What follows belongs to an exercise in optimizing a design on an open flow for small area, a short achievable clock period and few clock cycles per item; a production flow would make more cautious choices. At most, simulation tests tie the RTL to the original design; equivalence was not proved. No activity file was given, so power comes from the tool's default toggle rates.

== alpha ==
Design binary_neuron, start of the top module:
module binary_neuron (
    input  logic                    clk,
    input  logic                    reset,
    input  logic                    in_valid,
    output logic                    in_ready,
    input  logic [320:0]            in_req,
    output logic                    out_valid,
    input  logic                    out_ready,
    output logic [9:0]              out_sum
);
For scale: about 1000 cells after synthesis, about 150 flip-flops, about 340 I/O pins, ~0.012 mm^2 of cells after synthesis.
==> flow/config.mk <==
export PLATFORM = sky130hd
export DESIGN_NAME = binary_neuron
export DESIGN_NICKNAME = binary_neuron
export VERILOG_FILES = /design/flow/design.v
export SDC_FILE = /design/flow/constraint.sdc
export NUM_CORES = 4
export LEC_CHECK = 0
export ABC_CLOCK_PERIOD_IN_PS = 500
export CAP_MARGIN = 20
export CORE_MARGIN = 2
export CORE_UTILIZATION = 40
export CTS_BUF_LIST = sky130_fd_sc_hd__clkbuf_8
export SLEW_MARGIN = 20
export SYNTH_HIERARCHICAL = 1
export SYNTH_MINIMUM_KEEP_SIZE = 0
==> flow/constraint.sdc <==
create_clock -name core_clock -period 6.0 [get_ports {clk}]
set_input_delay 1.2000 -clock core_clock [delete_from_list [all_inputs] [get_ports {clk}]]
set_output_delay 1.2000 -clock core_clock [all_outputs]
set_load 0.01 [all_outputs]
standard.sh (not shown) runs the stock make flow with config.mk's settings and CLKGATE_MAP_FILE= SYNTH_SCRIPT=/design/flow/synth_recipe.tcl, a recipe that flattens the netlist after the stock synthesis.
==> flow/flow/run.sh <==
#!/bin/bash
# The standard layout (standard.sh: ORFS synthesis to final layout), with
# one change: the input and output ports are buffered with the smallest
# buffer, sky130_fd_sc_hd__buf_1, instead of the cell buffer_ports picks by
# default (clkdlybuf4s50_1).  Later repair steps may still resize them.
set -euo pipefail
export BUFFER_PORTS_ARGS="-buffer_cell sky130_fd_sc_hd__buf_1"
bash standard.sh > standard_flow.log 2>&1
--- input diff alpha..beta ---
Settings: removing CTS_BUF_LIST (formerly sky130_fd_sc_hd__clkbuf_8); removing ABC_CLOCK_PERIOD_IN_PS (formerly 500).
Findings:
alpha -> beta: multi-input logic area delta 0, exact match
STATUS worst-case setup margin in the final layout: beta loses against alpha
beta vs. alpha: maximum number of buffers from clock root to sink shows no meaningful change, total power shows an increase of 3.9%, proportion of power drawn by combinational gates shows a reduction of 2.0 points, cell area shows an increase of 1.3%.
No functional check of the RTL was part of any run of this note.

========
Another version of the RTL of binary_neuron (not shown whole).
For scale: ~1200 cells after synthesis, about 240 flip-flops, about 340 I/O pins.
Design binary_neuron, start of the top module:
module binary_neuron (
    input  logic                    clk,
    input  logic                    reset,
    input  logic                    in_valid,
    output logic                    in_ready,
    input  logic [320:0]            in_req,
    output logic                    out_valid,
    input  logic                    out_ready,
    output logic [9:0]              out_sum
);
export LEC_CHECK = 0
export CAP_MARGIN = 20
export CORE_MARGIN = 2
export CORE_UTILIZATION = 40
export CTS_BUF_LIST = sky130_fd_sc_hd__clkbuf_8
export SLEW_MARGIN = 20
export SYNTH_HIERARCHICAL = 1
export SYNTH_MINIMUM_KEEP_SIZE = 0
create_clock -name core_clock -period 6.0 [get_ports {clk}]
==> flow/flow/run.sh <==
#!/bin/bash
# The standard layout (standard.sh: ORFS synthesis to final layout), with
# two changes:
#  - the input and output ports are buffered with the smallest buffer,
#    sky130_fd_sc_hd__buf_1, instead of the cell buffer_ports picks by default
#    (clkdlybuf4s50_1); later repair steps may still resize them;
#  - clock tree synthesis adds no dummy loads to the clock tree, and groups
#    the flip-flops into clusters of up to 15 within 75 um for its leaf
#    buffers (instead of searching for a clustering itself).
set -euo pipefail
# keep temporary files (Yosys/ABC) inside the work folder
export TMPDIR="$PWD/tmp"
mkdir -p "$TMPDIR"
export BUFFER_PORTS_ARGS="-buffer_cell sky130_fd_sc_hd__buf_1"
export CTS_ARGS="-sink_clustering_enable -repair_clock_nets -buf_list sky130_fd_sc_hd__clkbuf_8 -dont_use_dummy_load -sink_clustering_size 15 -sink_clustering_max_diameter 75"
bash standard.sh > standard_flow.log 2>&1
Testbench counts at the start, summed over its fixed seeds: cycles 3,232, items 3,200.
Change:
--- a/flow/flow/run.sh
+++ b/flow/flow/run.sh
@@ -9,7 +9,4 @@
 #    buffers (instead of searching for a clustering itself).
 set -euo pipefail
-# keep temporary files (Yosys/ABC) inside the work folder
-export TMPDIR="$PWD/tmp"
-mkdir -p "$TMPDIR"
 export BUFFER_PORTS_ARGS="-buffer_cell sky130_fd_sc_hd__buf_1"
 export CTS_ARGS="-sink_clustering_enable -repair_clock_nets -buf_list sky130_fd_sc_hd__clkbuf_8 -dont_use_dummy_load -sink_clustering_size 15 -sink_clustering_max_diameter 75"
Effect:
- synthesized area does not change
- non-clock buffer count is unchanged
- total power does not change
- count of clock-buffer cells in the layout stays the same
- cell area does not change
- worst setup slack does not change
- die area does not change
- first-iteration DRC count does not change

[re-timing with driven ports]
The flow's constraints put no driver on any port. The routed layouts listed below were extracted and timed again, unchanged, in two steps.
Step 1 sets driving cells, clkbuf_16 on the clock port and buf_2 on the other inputs (assumed; they add their load-dependent delay and slew).
Step 2, shift: input delay + t, output delay - t, t = (earliest + latest rising clock arrival at the registers) / 2. This alone moves slack from input paths to output paths.
a / b / c = no drivers / after step 1 / after step 2; a / b = the first two.
run | shift t [ns] | setup slack, ns | pins driven straight from the clock port
alpha | 0.472 | 2.965 / 2.980 / 2.509 | 1
beta | 0.450 | 2.934 / 2.954 / 2.504 | 1
the first run of note 2 | 0.550 | 3.591 / 3.599 / 3.064 | 1
the second run of note 2 | 0.550 | 3.591 / 3.599 / 3.064 | 1
After both steps every run listed still meets setup and hold.
